This design comes from an exercise in tuning for small area and a short achievable clock period on the open sky130 flow, not from production work.
Function was checked by simulation only, so behaviour that the tests miss may differ from the original.
Power and IR drop assume default switching activity.

==> garnet <==
Design apb_acc_top, start of the top module:
module apb_acc_top (
  input  wire logic         i_clk,
  input  wire logic         i_reset,
  input  wire logic [11:0]  i_paddr,
  input  wire logic [31:0]  i_pwdata,
  input  wire logic         i_pwrite,
  input  wire logic         i_psel,
  input  wire logic         i_penable,
  output logic      [31:0]  o_prdata,
  output logic              o_pready,
  output logic              o_pslverr
);
Settings: LEC_CHECK=0, CAP_MARGIN=20, CORE_MARGIN=2, CORE_UTILIZATION=40, CTS_BUF_LIST=sky130_fd_sc_hd__clkbuf_4 sky130_fd_sc_hd__clkbuf_8, SETUP_SLACK_MARGIN=4.2, SLEW_MARGIN=20, SYNTH_HIERARCHICAL=1, TNS_END_PERCENT=20; clock period 7.0 ns.
run.sh (not shown) runs the stock make flow with config.mk's settings and CLKGATE_MAP_FILE= SYNTH_SCRIPT=/design/flow/synth_recipe.tcl, a recipe that flattens the netlist after the stock synthesis.
==> inputs of delta, as changes to garnet <==
--- a/flow/design.v
+++ b/flow/design.v
@@ -199,20 +199,29 @@
   endfunction
   always_ff @(posedge i_clk)
   begin
     for (int k = 1; k < 8; k++)
     begin
-      logic [6:0] b;
+      logic [6:0] bh;
+      logic [6:0] bl;
       logic       en;
-      b  = half(dly_n[k-1], i_setup);
+      logic [2:0] nh, oh, th, nl, ol, tl;
+      bh = half(dly_n[k-1], 1'b0);
+      bl = half(dly_n[k-1], 1'b1);
       en = (4'(k) < i_ntaps_n) & live_n[k-1];
       for (int d = 0; d < 3; d++)
       begin
-        ng_q[k][d] <= en & b[2*d+2];
-        on_q[k][d] <= en & (b[2*d+1] ^ b[2*d]);
-        tw_q[k][d] <= en & ((b[2*d+2] & ~b[2*d+1] & ~b[2*d]) | (~b[2*d+2] & b[2*d+1] & b[2*d]));
+        nh[d] = en & bh[2*d+2];
+        oh[d] = en & (bh[2*d+1] ^ bh[2*d]);
+        th[d] = en & ((bh[2*d+2] & ~bh[2*d+1] & ~bh[2*d]) | (~bh[2*d+2] & bh[2*d+1] & bh[2*d]));
+        nl[d] = en & bl[2*d+2];
+        ol[d] = en & (bl[2*d+1] ^ bl[2*d]);
+        tl[d] = en & ((bl[2*d+2] & ~bl[2*d+1] & ~bl[2*d]) | (~bl[2*d+2] & bl[2*d+1] & bl[2*d]));
       end
+      ng_q[k] <= i_setup ? nl : nh;
+      on_q[k] <= i_setup ? ol : oh;
+      tw_q[k] <= i_setup ? tl : th;
     end
   end
   logic [5:0] b0;
   logic       n5;
   assign b0 = i_access ? i_pwdata[5:0] : i_pwdata[11:6];
TNS_END_PERCENT = 100   (was 20)
==> qor summary <==
item                                                      garnet       delta
Number of buffers inserted to repair setup after CTS          52          58
Count of clock buffers in the final design                   236         233
Outcome                                 timing/DRC/antenna clean  timing/DRC/antenna clean
Global-route met3 utilization                              5.84%       5.54%
Clock Power Share                                          39.6%       39.3%
Number of global-route vias before repair                  30602       31348
Worst voltage drop across the vdd grid                  0.187 mV    0.163 mV
Design Area, Final                                    0.0557 mm²  0.0566 mm²
Die Y                                                     349 µm      350 µm
Worst-skew pair later-pin latency                        0.86 ns     0.87 ns
Switching power share of the total                         26.9%       26.9%
Detailed-routed wire length on met3                      13.9 mm     15.0 mm
Routing usage on met1                                      33.1%       35.1%
Slowest Stage Delay on Critical Path                     0.71 ns     0.53 ns
Synthesized instance count                                  3456        3614
Routed metal-1 wirelength                                62.0 mm     64.6 mm
Worst endpoint required time                             7.74 ns     7.78 ns
First-pass GRT wire length                                213 mm      220 mm
Horiz. Die Dim                                            349 µm      350 µm
Reg2Reg Setup Slack                                      3.94 ns     3.95 ns
Count of placed standard cells including taps               4943        5136
Final Core Density                                         47.2%       47.8%
Initial core utilization                                   40.3%       40.4%

==> run M <==
apb_acc_top, a different RTL version from the one above (not shown whole).
==> module result_fifo, before the edit <==
module result_fifo (
  input  wire logic         i_clk,
  input  wire logic         i_reset,
  input  wire logic         i_push,
  input  wire logic [26:0]  i_data,
  input  wire logic         i_pop,
  input  wire logic         i_clear,
  input  wire logic         i_en,
  output logic      [31:0]  o_head_n,     
  output logic      [2:0]   o_status_n    
);
  logic [25:0] mem [16];
  logic [3:0]  wr_ptr;
  logic [3:0]  rd_ptr;
  logic        empty_q;
  logic        full_q;
  logic        overflow_q;
  logic [25:0] pend_data;
  logic [3:0]  pend_ptr;
  logic        pend_q;
  logic        do_push;
  logic        do_pop;
  logic        empty_n;
  logic        full_n;
  logic        ovf_n;
  assign do_push = i_push & i_en & ~full_q & ~i_clear;
  assign do_pop  = i_pop & ~empty_q & ~i_clear;
  assign ovf_n   = ~i_clear & (overflow_q | (i_push & i_en & full_q));
  always_comb
  begin
    empty_n = empty_q;
    full_n  = full_q;
    if (i_clear)
    begin
      empty_n = 1'b1;
      full_n  = 1'b0;
    end
    else if (do_push & ~do_pop)
    begin
      empty_n = 1'b0;
      full_n  = (wr_ptr + 4'd1 == rd_ptr);
    end
    else if (do_pop & ~do_push)
    begin
      empty_n = (rd_ptr + 4'd1 == wr_ptr);
      full_n  = 1'b0;
    end
  end
  always_ff @(posedge i_clk or posedge i_reset)
  begin
    if (i_reset)
    begin
      wr_ptr     <= '0;
      rd_ptr     <= '0;
      empty_q    <= 1'b1;
      full_q     <= 1'b0;
      overflow_q <= 1'b0;
    end
    else
    begin
      empty_q    <= empty_n;
      full_q     <= full_n;
      overflow_q <= ovf_n;
      if (i_clear)
      begin
        wr_ptr <= '0;
        rd_ptr <= '0;
      end
      else
      begin
        if (do_push)
          wr_ptr <= wr_ptr + 4'd1;
        if (do_pop)
          rd_ptr <= rd_ptr + 4'd1;
      end
    end
  end
  always_ff @(posedge i_clk or posedge i_reset)
  begin
    if (i_reset)
      pend_q <= 1'b0;
    else
      pend_q <= do_push;
  end
  always_ff @(posedge i_clk)
  begin
    pend_data <= i_data[25:0];
    pend_ptr  <= wr_ptr;
    if (pend_q)
      mem[pend_ptr] <= pend_data;
  end
  logic [25:0] h;
  logic        h_neg;
  assign h     = (pend_q && pend_ptr == rd_ptr) ? pend_data : mem[rd_ptr];
  assign h_neg = h[25] & (h[24:0] != '0);
  always_comb
  begin
    if (i_clear)
      o_head_n = '0;
    else if (!empty_q)
      o_head_n = {{6{h_neg}}, h};
    else if (do_push)
      o_head_n = {{5{i_data[26]}}, i_data};
    else
      o_head_n = '0;
  end
  assign o_status_n = {ovf_n, full_n, empty_n};
endmodule
Settings: LEC_CHECK=0, CAP_MARGIN=20, CORE_MARGIN=2, CORE_UTILIZATION=40, SETUP_SLACK_MARGIN=4.3, SLEW_MARGIN=20, SYNTH_HIERARCHICAL=1; clock period 7.0 ns.
==> run E (differences from run M) <==
--- a/flow/design.v
+++ b/flow/design.v
@@ -2976,5 +2976,2 @@
   logic        overflow_q;
-  logic [25:0] pend_data;
-  logic [3:0]  pend_ptr;
-  logic        pend_q;
   logic        do_push;
@@ -3036,15 +3033,6 @@
   end
-  always_ff @(posedge i_clk or posedge i_reset)
-  begin
-    if (i_reset)
-      pend_q <= 1'b0;
-    else
-      pend_q <= do_push;
-  end
   always_ff @(posedge i_clk)
   begin
-    pend_data <= i_data[25:0];
-    pend_ptr  <= wr_ptr;
-    if (pend_q)
-      mem[pend_ptr] <= pend_data;
+    if (do_push)
+      mem[wr_ptr] <= i_data[25:0];
   end
@@ -3052,3 +3040,3 @@
   logic        h_neg;
-  assign h     = (pend_q && pend_ptr == rd_ptr) ? pend_data : mem[rd_ptr];
+  assign h     = mem[rd_ptr];
   assign h_neg = h[25] & (h[24:0] != '0);
Settings changed: SYNTH_HIERARCHICAL 1 to default.
==> comparison table <==
Run status: run M timing/DRC/antenna clean; run E timing/DRC/antenna clean
Aggregate routed wire length: run M 167000 um; run E 168000 um
Total nets after synthesis: run M 4565; run E 4532
DR WL/cell: run M 27.3 um; run E 27.7 um
Effective utilization at floorplan: run M 40.3%; run E 40.2%
Critical path endpoint: run M u_regs.rd_q[26]; run E u_regs.rd_q[24]
Worst path bufs/invs: run M 3; run E 1
Actual slew at the worst max-slew pin: run M 0.868 ns; run E 0.981 ns
Number of clock buffers in the layout: run M 133; run E 138
Post-CTS Resized: run M 732; run E 799
Biggest cell delay along the critical path: run M 0.56 ns; run E 0.49 ns
Share of total power in the clock network: run M 41.6%; run E 39.3%
Layout Utilization: run M 49.2%; run E 50.2%
Die area: run M 131000 um2; run E 129000 um2
Critical path data required time: run M 7.66 ns; run E 7.62 ns
Minimum setup slack after placement: run M 2.59 ns; run E 1.86 ns
Final-layout fill cell count: run M 11069; run E 10771
Crit-path slowest cell: run M sky130_fd_sc_hd__o31ai_1; run E sky130_fd_sc_hd__fa_1
Final RePlAce weighted congestion: run M 0.999; run E 0.955
Final HPWL DP: run M 112000 um; run E 111000 um
Cell leakage power: run M 0.0242 uW; run E 0.0243 uW

static timing again, ports no longer ideal:
Ports are ideal in the flow. The routed layouts listed here were re-timed in OpenROAD. Step 1, drivers: a clkbuf_16 drives i_clk and a buf_2 each remaining input, both assumed. Step 2 moves the port delays by t, midway between the first and last clock arrival at a register: inputs arrive t later, outputs are due t later. That takes back most of the time a late clock gives input paths. Slacks: ideal / step 1 / step 2; pairs: ideal / step 1.
run	t, ns	setup slack, ns	clock arrival spread, ns	worst slew at a driven data input, ns
garnet	0.904	3.915 / 3.936 / 3.062	0.056 / 0.056	0.06
delta	0.910	3.946 / 3.946 / 3.291	0.065 / 0.064	0.18
run M	0.790	3.587 / 3.587 / 3.202	0.079 / 0.079	0.20
run E	0.764	3.721 / 3.721 / 3.367	0.087 / 0.087	0.05
After both steps setup and hold are still met in every run listed. For garnet, which loses most, drivers alone change the setup slack by +0.021 ns; drivers and shift together by -0.853 ns.
